Background: an optimization exercise with open tools, aiming at small area. Do not read the settings as production practice.
RTL that was checked went through simulation tests only; none was proved equivalent to the original.

==> inputs of run Y <==
==> flow/design.v <==
package xgmii_tx_pkg;
    localparam logic [7:0] xgmii_idle   = 8'h07;
    localparam logic [7:0] xgmii_start  = 8'hfb;
    localparam logic [7:0] xgmii_term   = 8'hfd;
    localparam logic [7:0] xgmii_error  = 8'hfe;
    localparam logic [7:0] eth_preamble = 8'h55;
    localparam logic [7:0] eth_sfd      = 8'hd5;
    localparam logic [31:0] crc_poly = 32'hedb8_8320;   
    function automatic logic [31:0] crc32_byte(logic [31:0] crc, logic [7:0] b);
        logic [31:0] c;
        c = crc ^ {24'h0, b};
        for (int i = 0; i < 8; i++) begin
            if (c[0]) begin
                c = (c >> 1) ^ crc_poly;
            end else begin
                c = c >> 1;
            end
        end
        crc32_byte = c;
    endfunction
endpackage
module crc32_step (
    input  logic [31:0] c_i,
    input  logic [7:0]  b_i,
    output logic [31:0] c_o
);
    assign c_o = ~xgmii_tx_pkg::crc32_byte(~c_i, b_i);
endmodule
module crc32_d64 (
    input  logic [31:0] inv_i,     
    input  logic [63:0] beat_i,
    input  logic [7:0]  sel_i,     
    input  logic        hold_i,
    output logic [31:0] inv_o
);
    logic [31:0] chain [9];
    logic [31:0] rot   [9];
    assign chain[0] = inv_i;
    for (genvar i = 0; i < 8; i++) begin : g_step
        crc32_step step (
            .c_i (chain[i]),
            .b_i (beat_i[8*i +: 8]),
            .c_o (chain[i+1])
        );
    end
    always_comb begin
        rot[0] = '0;
        for (int n = 1; n <= 8; n++) begin
            for (int p = 0; p < 4; p++) begin
                rot[n][8*p +: 8] = chain[n][8*((p - n) & 3) +: 8];
            end
        end
        inv_o = {32{hold_i}} & inv_i;
        for (int n = 1; n <= 8; n++) begin
            inv_o = inv_o | ({32{sel_i[n-1]}} & rot[n]);
        end
    end
endmodule
module xgmii_tail_pack (
    input  logic        start_i,
    input  logic        data_i,
    input  logic        tail_i,
    input  logic        term_i,
    input  logic        err_i,
    input  logic [7:0]  keep_i,
    input  logic [63:0] beat_i,    
    input  logic [31:0] fcs_i,     
    output logic [63:0] d_o,
    output logic [7:0]  c_o
);
    logic       tail_ok, tail_err;
    logic [7:0] sel_d, sel_r, is_t, is_i;
    logic [7:0] ch [8];
    assign tail_ok  = tail_i & ~err_i;
    assign tail_err = tail_i & err_i;
    always_comb begin
        for (int j = 0; j < 8; j++) begin
            sel_d[j] = data_i | (tail_ok & keep_i[j]) | (tail_err && j >= 1 && j <= 6);
            sel_r[j] = tail_ok & ~keep_i[j] & ((j < 4) ? 1'b1 : keep_i[(j+4)%8]);
            if (j < 4) sel_r[j] = sel_r[j] | (term_i & keep_i[j+4]);
            if (j < 4) begin
                is_t[j] = term_i & keep_i[j+3] & ~keep_i[(j+4)%8];
            end else if (j == 4) begin
                is_t[j] = term_i & keep_i[7];
            end else begin
                is_t[j] = tail_ok & keep_i[j-5] & ~keep_i[j-4];
            end
            if (j == 7) is_t[j] = is_t[j] | tail_err;
            is_i[j] = ~(sel_d[j] | sel_r[j] | is_t[j] | start_i | (tail_err && j == 0));
        end
        for (int j = 0; j < 8; j++) begin
            ch[j] = ({8{is_i[j]}} & xgmii_tx_pkg::xgmii_idle) |
                    ({8{is_t[j]}} & xgmii_tx_pkg::xgmii_term);
        end
        ch[0] = ch[0] | ({8{start_i}} & xgmii_tx_pkg::xgmii_start) |
                        ({8{tail_err}} & xgmii_tx_pkg::xgmii_error);
        for (int j = 1; j < 7; j++) ch[j] = ch[j] | ({8{start_i}} & xgmii_tx_pkg::eth_preamble);
        ch[7] = ch[7] | ({8{start_i}} & xgmii_tx_pkg::eth_sfd);
        for (int j = 0; j < 8; j++) begin
            d_o[8*j +: 8] = ({8{sel_d[j]}} & beat_i[8*j +: 8]) |
                            ({8{sel_r[j]}} & fcs_i[8*(j%4) +: 8]) | ch[j];
            c_o[j]        = ~(sel_d[j] | sel_r[j] | (start_i && j != 0));
        end
    end
endmodule
module tx_frame_ctrl (
    input  logic       clk,
    input  logic       rst,
    input  logic       tvalid_i,
    input  logic       tlast_i,
    input  logic       err_i,
    input  logic [7:0] keep_i,
    output logic       tready_o,
    output logic       start_o,     
    output logic       data_o,      
    output logic       tail_o,      
    output logic       term_o,      
    output logic [7:0] sel_o,       
    output logic       hold_o       
);
    logic accept;
    logic last;      
    logic beat;      
    logic more;      
    assign accept = tvalid_i & tready_o;
    assign beat   = start_o | data_o;
    assign more   = tail_o & ~err_i & keep_i[3];
    always_ff @(posedge clk) begin
        if (rst) begin
            tready_o <= 1'b0;
            start_o  <= 1'b0;
            data_o   <= 1'b0;
            last     <= 1'b0;
            tail_o   <= 1'b0;
            term_o   <= 1'b0;
        end else begin
            start_o <= accept & ~beat;
            data_o  <= accept & beat;
            last    <= accept & tlast_i;
            tail_o  <= last;
            term_o  <= more;
            if (tready_o) begin
                tready_o <= ~(accept & tlast_i);
            end else begin
                tready_o <= ~(last | more);
            end
        end
    end
    always_comb begin
        for (int k = 0; k < 7; k++) begin
            sel_o[k] = beat & last & keep_i[k] & ~keep_i[k+1];
        end
        sel_o[7] = beat & (~last | keep_i[7]);
    end
    assign hold_o = tail_o | term_o;
endmodule
module axis_xgmii_tx (
    input  logic        clk,
    input  logic        rst,
    input  logic [63:0] tdata_i,
    input  logic [7:0]  tkeep_i,
    input  logic        tvalid_i,
    input  logic        tlast_i,
    input  logic        tuser_i,
    output logic        tready_o,
    output logic [63:0] xgmii_d_o,
    output logic [7:0]  xgmii_c_o
);
    logic [63:0] d1_q;      
    logic [63:0] d2_q;      
    logic [31:0] crc_q;     
    logic [31:0] crc_d;
    logic [7:0]  keep_q;
    logic        err_q;
    logic        start, data, tail, term, hold;
    logic [7:0]  sel;
    tx_frame_ctrl ctrl0 (
        .clk      (clk),
        .rst      (rst),
        .tvalid_i (tvalid_i),
        .tlast_i  (tlast_i),
        .err_i    (err_q),
        .keep_i   (keep_q),
        .tready_o (tready_o),
        .start_o  (start),
        .data_o   (data),
        .tail_o   (tail),
        .term_o   (term),
        .sel_o    (sel),
        .hold_o   (hold)
    );
    crc32_d64 crc0 (
        .inv_i  (crc_q),
        .beat_i (d1_q),
        .sel_i  (sel),
        .hold_i (hold),
        .inv_o  (crc_d)
    );
    xgmii_tail_pack pack0 (
        .start_i (start),
        .data_i  (data),
        .tail_i  (tail),
        .term_i  (term),
        .err_i   (err_q),
        .keep_i  (keep_q),
        .beat_i  (d2_q),
        .fcs_i   (crc_q),
        .d_o     (xgmii_d_o),
        .c_o     (xgmii_c_o)
    );
    always_ff @(posedge clk) begin
        d1_q  <= tdata_i;
        d2_q  <= d1_q;
        crc_q <= crc_d;
    end
    always_ff @(posedge clk) begin
        if (tready_o) begin
            keep_q <= tkeep_i;
            err_q  <= tuser_i;
        end
    end
endmodule
==> flow/run.sh <==
#!/bin/bash
# synth_recipe.tcl (not shown) runs the flow's synth.tcl, then flattens the netlist and writes it again
# the make line also repeats each setting of config.mk as NAME=value (left out here)
make -C /OpenROAD-flow-scripts/flow DESIGN_CONFIG=/design/flow/config.mk WORK_HOME=/design/flow/orfs CLKGATE_MAP_FILE= SYNTH_SCRIPT=/design/flow/synth_recipe.tcl finish
==> flow/config.mk <==
export PLATFORM = sky130hd
export DESIGN_NAME = axis_xgmii_tx
export DESIGN_NICKNAME = axis_xgmii_tx
export VERILOG_FILES = /design/flow/design.v
export SDC_FILE = /design/flow/constraint.sdc
export NUM_CORES = 4
export LEC_CHECK = 0
export CAP_MARGIN = 20
export CORE_MARGIN = 2
export CORE_UTILIZATION = 40
export GPL_TIMING_DRIVEN = 0
export SETUP_SLACK_MARGIN = 0.2
export SLEW_MARGIN = 20
export SYNTH_HIERARCHICAL = 1
==> flow/constraint.sdc <==
create_clock -name core_clock -period 9.0 [get_ports {clk}]
set_input_delay 1.8000 -clock core_clock [delete_from_list [all_inputs] [get_ports {clk}]]
set_output_delay 1.8000 -clock core_clock [all_outputs]
set_load 0.01 [all_outputs]
==> run Z (differences from run Y) <==
--- a/flow/design.v
+++ b/flow/design.v
@@ -20,4 +20,16 @@
     endfunction
 endpackage
+module crc_aoi222 (
+    input  logic a1_i, a2_i, b1_i, b2_i, c1_i, c2_i,
+    output logic y_o
+);
+    assign y_o = ~((a1_i & a2_i) | (b1_i & b2_i) | (c1_i & c2_i));
+endmodule
+module crc_nand3 (
+    input  logic a_i, b_i, c_i,
+    output logic y_o
+);
+    assign y_o = ~(a_i & b_i & c_i);
+endmodule
 module crc32_step (
     input  logic [31:0] c_i,
@@ -36,4 +48,5 @@
     logic [31:0] chain [9];
     logic [31:0] rot   [9];
+    logic [31:0] p0, p1, p2;
     assign chain[0] = inv_i;
     for (genvar i = 0; i < 8; i++) begin : g_step
@@ -51,9 +64,20 @@
             end
         end
-        inv_o = {32{hold_i}} & inv_i;
-        for (int n = 1; n <= 8; n++) begin
-            inv_o = inv_o | ({32{sel_i[n-1]}} & rot[n]);
-        end
-    end
+    end
+    for (genvar b = 0; b < 32; b++) begin : g_sel
+        crc_aoi222 s0 (.a1_i(sel_i[0]), .a2_i(rot[1][b]), .b1_i(sel_i[1]), .b2_i(rot[2][b]),
+                       .c1_i(sel_i[2]), .c2_i(rot[3][b]), .y_o(p0[b]));
+        crc_aoi222 s1 (.a1_i(sel_i[3]), .a2_i(rot[4][b]), .b1_i(sel_i[4]), .b2_i(rot[5][b]),
+                       .c1_i(sel_i[5]), .c2_i(rot[6][b]), .y_o(p1[b]));
+        crc_aoi222 s2 (.a1_i(sel_i[6]), .a2_i(rot[7][b]), .b1_i(sel_i[7]), .b2_i(rot[8][b]),
+                       .c1_i(hold_i),   .c2_i(inv_i[b]),  .y_o(p2[b]));
+        crc_nand3  s3 (.a_i(p0[b]), .b_i(p1[b]), .c_i(p2[b]), .y_o(inv_o[b]));
+    end
+endmodule
+module xgmii_ao221 (
+    input  logic a1_i, a2_i, b1_i, b2_i, c1_i,
+    output logic y_o
+);
+    assign y_o = (a1_i & a2_i) | (b1_i & b2_i) | c1_i;
 endmodule
 module xgmii_tail_pack (
@@ -98,12 +122,15 @@
         ch[7] = ch[7] | ({8{start_i}} & xgmii_tx_pkg::eth_sfd);
         for (int j = 0; j < 8; j++) begin
-            d_o[8*j +: 8] = ({8{sel_d[j]}} & beat_i[8*j +: 8]) |
-                            ({8{sel_r[j]}} & fcs_i[8*(j%4) +: 8]) | ch[j];
-            c_o[j]        = ~(sel_d[j] | sel_r[j] | (start_i && j != 0));
+            c_o[j] = ~(sel_d[j] | sel_r[j] | (start_i && j != 0));
+        end
+    end
+    for (genvar j = 0; j < 8; j++) begin : g_lane
+        for (genvar b = 0; b < 8; b++) begin : g_bit
+            xgmii_ao221 o (.a1_i(sel_d[j]), .a2_i(beat_i[8*j+b]), .b1_i(sel_r[j]),
+                           .b2_i(fcs_i[8*(j%4)+b]), .c1_i(ch[j][b]), .y_o(d_o[8*j+b]));
         end
     end
 endmodule
 module tx_frame_ctrl (
-    input  logic       clk,
     input  logic       rst,
     input  logic       tvalid_i,
@@ -111,47 +138,38 @@
     input  logic       err_i,
     input  logic [7:0] keep_i,
+    input  logic       tready_i,
+    input  logic       start_i,     
+    input  logic       data_i,      
+    input  logic       last_i,      
+    input  logic       tail_i,      
+    input  logic       term_i,      
     output logic       tready_o,
-    output logic       start_o,     
-    output logic       data_o,      
-    output logic       tail_o,      
-    output logic       term_o,      
+    output logic       start_o,
+    output logic       data_o,
+    output logic       last_o,
+    output logic       tail_o,
+    output logic       term_o,
     output logic [7:0] sel_o,       
     output logic       hold_o       
 );
     logic accept;
-    logic last;      
     logic beat;      
     logic more;      
-    assign accept = tvalid_i & tready_o;
-    assign beat   = start_o | data_o;
-    assign more   = tail_o & ~err_i & keep_i[3];
-    always_ff @(posedge clk) begin
-        if (rst) begin
-            tready_o <= 1'b0;
-            start_o  <= 1'b0;
-            data_o   <= 1'b0;
-            last     <= 1'b0;
-            tail_o   <= 1'b0;
-            term_o   <= 1'b0;
-        end else begin
-            start_o <= accept & ~beat;
-            data_o  <= accept & beat;
-            last    <= accept & tlast_i;
-            tail_o  <= last;
-            term_o  <= more;
-            if (tready_o) begin
-                tready_o <= ~(accept & tlast_i);
-            end else begin
-                tready_o <= ~(last | more);
-            end
-        end
-    end
+    assign accept = tvalid_i & tready_i;
+    assign beat   = start_i | data_i;
+    assign more   = tail_i & ~err_i & keep_i[3];
+    assign start_o  = ~rst & accept & ~beat;
+    assign data_o   = ~rst & accept & beat;
+    assign last_o   = ~rst & accept & tlast_i;
+    assign tail_o   = ~rst & last_i;
+    assign term_o   = ~rst & more;
+    assign tready_o = ~rst & (tready_i ? ~(accept & tlast_i) : ~(last_i | more));
     always_comb begin
         for (int k = 0; k < 7; k++) begin
-            sel_o[k] = beat & last & keep_i[k] & ~keep_i[k+1];
-        end
-        sel_o[7] = beat & (~last | keep_i[7]);
-    end
-    assign hold_o = tail_o | term_o;
+            sel_o[k] = beat & last_i & keep_i[k] & ~keep_i[k+1];
+        end
+        sel_o[7] = beat & (~last_i | keep_i[7]);
+    end
+    assign hold_o = tail_i | term_i;
 endmodule
 module axis_xgmii_tx (
@@ -171,20 +189,28 @@
     logic [31:0] crc_q;     
     logic [31:0] crc_d;
-    logic [7:0]  keep_q;
+    logic [7:1]  keep_q;    
     logic        err_q;
-    logic        start, data, tail, term, hold;
+    logic        tready_q, start_q, data_q, last_q, tail_q, term_q;
+    logic        tready_d, start_d, data_d, last_d, tail_d, term_d;
+    logic        hold;
     logic [7:0]  sel;
     tx_frame_ctrl ctrl0 (
-        .clk      (clk),
         .rst      (rst),
         .tvalid_i (tvalid_i),
         .tlast_i  (tlast_i),
         .err_i    (err_q),
-        .keep_i   (keep_q),
-        .tready_o (tready_o),
-        .start_o  (start),
-        .data_o   (data),
-        .tail_o   (tail),
-        .term_o   (term),
+        .keep_i   ({keep_q, 1'b1}),
+        .tready_i (tready_q),
+        .start_i  (start_q),
+        .data_i   (data_q),
+        .last_i   (last_q),
+        .tail_i   (tail_q),
+        .term_i   (term_q),
+        .tready_o (tready_d),
+        .start_o  (start_d),
+        .data_o   (data_d),
+        .last_o   (last_d),
+        .tail_o   (tail_d),
+        .term_o   (term_d),
         .sel_o    (sel),
         .hold_o   (hold)
@@ -198,10 +224,10 @@
     );
     xgmii_tail_pack pack0 (
-        .start_i (start),
-        .data_i  (data),
-        .tail_i  (tail),
-        .term_i  (term),
+        .start_i (start_q),
+        .data_i  (data_q),
+        .tail_i  (tail_q),
+        .term_i  (term_q),
         .err_i   (err_q),
-        .keep_i  (keep_q),
+        .keep_i  ({keep_q, 1'b1}),
         .beat_i  (d2_q),
         .fcs_i   (crc_q),
@@ -209,12 +235,19 @@
         .c_o     (xgmii_c_o)
     );
+    assign tready_o = tready_q;
     always_ff @(posedge clk) begin
-        d1_q  <= tdata_i;
-        d2_q  <= d1_q;
-        crc_q <= crc_d;
+        d1_q     <= tdata_i;
+        d2_q     <= d1_q;
+        crc_q    <= crc_d;
+        tready_q <= tready_d;
+        start_q  <= start_d;
+        data_q   <= data_d;
+        last_q   <= last_d;
+        tail_q   <= tail_d;
+        term_q   <= term_d;
     end
     always_ff @(posedge clk) begin
-        if (tready_o) begin
-            keep_q <= tkeep_i;
+        if (tready_q) begin
+            keep_q <= tkeep_i[7:1];
             err_q  <= tuser_i;
         end
==> flow/flow/run.sh (new file) <==
#!/bin/bash
# Layout: the standard flow (standard synthesis unchanged), with the port buffers made of
# the smallest plain buffer, timing repair by sizing only, and downsizing where slack allows.
set -euo pipefail
export BUFFER_PORTS_ARGS="-buffer_cell sky130_fd_sc_hd__buf_1"
export SETUP_MOVE_SEQUENCE="unbuffer,sizeup,swap"
export RECOVER_POWER=100
bash standard.sh > standard_flow.log 2>&1
==> flow/standard.sh (new file) <==
#!/bin/bash
# synth_recipe.tcl (not shown) runs the flow's synth.tcl, then flattens the netlist and writes it again
# the make line also repeats each setting of config.mk as NAME=value (left out here)
make -C /OpenROAD-flow-scripts/flow DESIGN_CONFIG=/design/flow/config.mk WORK_HOME=/design/flow/orfs CLKGATE_MAP_FILE= SYNTH_SCRIPT=/design/flow/synth_recipe.tcl "${@:-finish}"
removed: flow/run.sh
==> run D (differences from run Y) <==
GPL_TIMING_DRIVEN = not set   (was 0)
==> metrics.yaml <==
status: "timing/DRC/antenna clean"
timing.rr.end: "crc_q[22]$_DFF_P_"
floorplan.rows: 64
netlist_area_um2: 12500
post_synth_mux_area_share: 0.000898
clk_latency_ns: 0.47
synth_simple_gate_area_share: 0.0558
met3RoutedLength_mm: 4.63
via_per_inst: 5.73
ys_seq_area_frac: 0.287
setup_repair_after_global_routing_missed_its_margin: "yes"
ff2ff_setup_slack_ns: 0.47
multiInputGateArea_um2: 9120
placed_cells_incl_taps: 1837
grt.met3_usage: 0.0706
area_growth_pct: 36.6
dpl_hpwl_mm: 43.1
fin_area_um2: 17100
gp_congestion: 0.990
[end of results for run D]
==> metrics.yaml <==
status: "timing/DRC/antenna clean"
post_synth_mux_area_share: 0.000898
ys_seq_area_frac: 0.287
via_per_inst: 5.92
netlist_area_um2: 12500
multiInputGateArea_um2: 10400
multi_input_area_share: 0.569
placed_cells_incl_taps: 1668
ff2ff_setup_slack_ns: 0.33
dp_worst_setup_slack_ns: -3.70
floorplan.rows: 64
met3RoutedLength_mm: 4.89
grt.met3_usage: 0.0528
crit_arrival_ns: 9.01
clk_latency_ns: 0.46
fin_area_um2: 18300
setup_repair_after_global_routing_missed_its_margin: "no"
crit_path_max_fanout: 6
[end of results for run Y]
==> metrics.yaml <==
status: "complete, but fails checks"
check_faults: "negative setup slack"
via_per_inst: 6.05
report.final.setup_viol: 19
placed_cells_incl_taps: 1588
layout_setup_ws_ns: -0.410
timing.rr.end: "crc_q[23]$_DFF_P_"
fin_area_um2: 15800
grt.met3_usage: 0.0666
area_growth_pct: 32.3
gp_congestion: 0.986
netlist_area_um2: 11900
clk_latency_ns: 0.46
[end of results for run Z]
No functional check of the RTL was part of run Z.

[port drivers added, routing unchanged]
The results above use ideal ports. As a check the final layouts listed here were re-extracted and re-timed, cells and wires unchanged.
Step 1 (the two cells are an assumption about what drives the block):
set clk [get_ports {clk}]
set_driving_cell -lib_cell sky130_fd_sc_hd__clkbuf_16 $clk
set_driving_cell -lib_cell sky130_fd_sc_hd__buf_2 [delete_from_list [all_inputs] $clk]
Step 2 moves the port delays by t, midway between the first and last clock arrival at a register: inputs arrive t later, outputs are due t later. That takes back most of the time a late clock gives input paths.
a / b / c = no drivers / after step 1 / after step 2; a / b = the first two.
run	shift t [ns]	slack for setup (ns)	hold WS [ns]
run Y	0.505	0.334 / 0.334 / 0.334	0.384 / 0.384 / 0.384
run Z	0.502	-0.410 / -0.410 / -0.410	0.392 / 0.392 / 0.392
run D	0.513	0.470 / 0.470 / 0.470	0.369 / 0.369 / 0.369
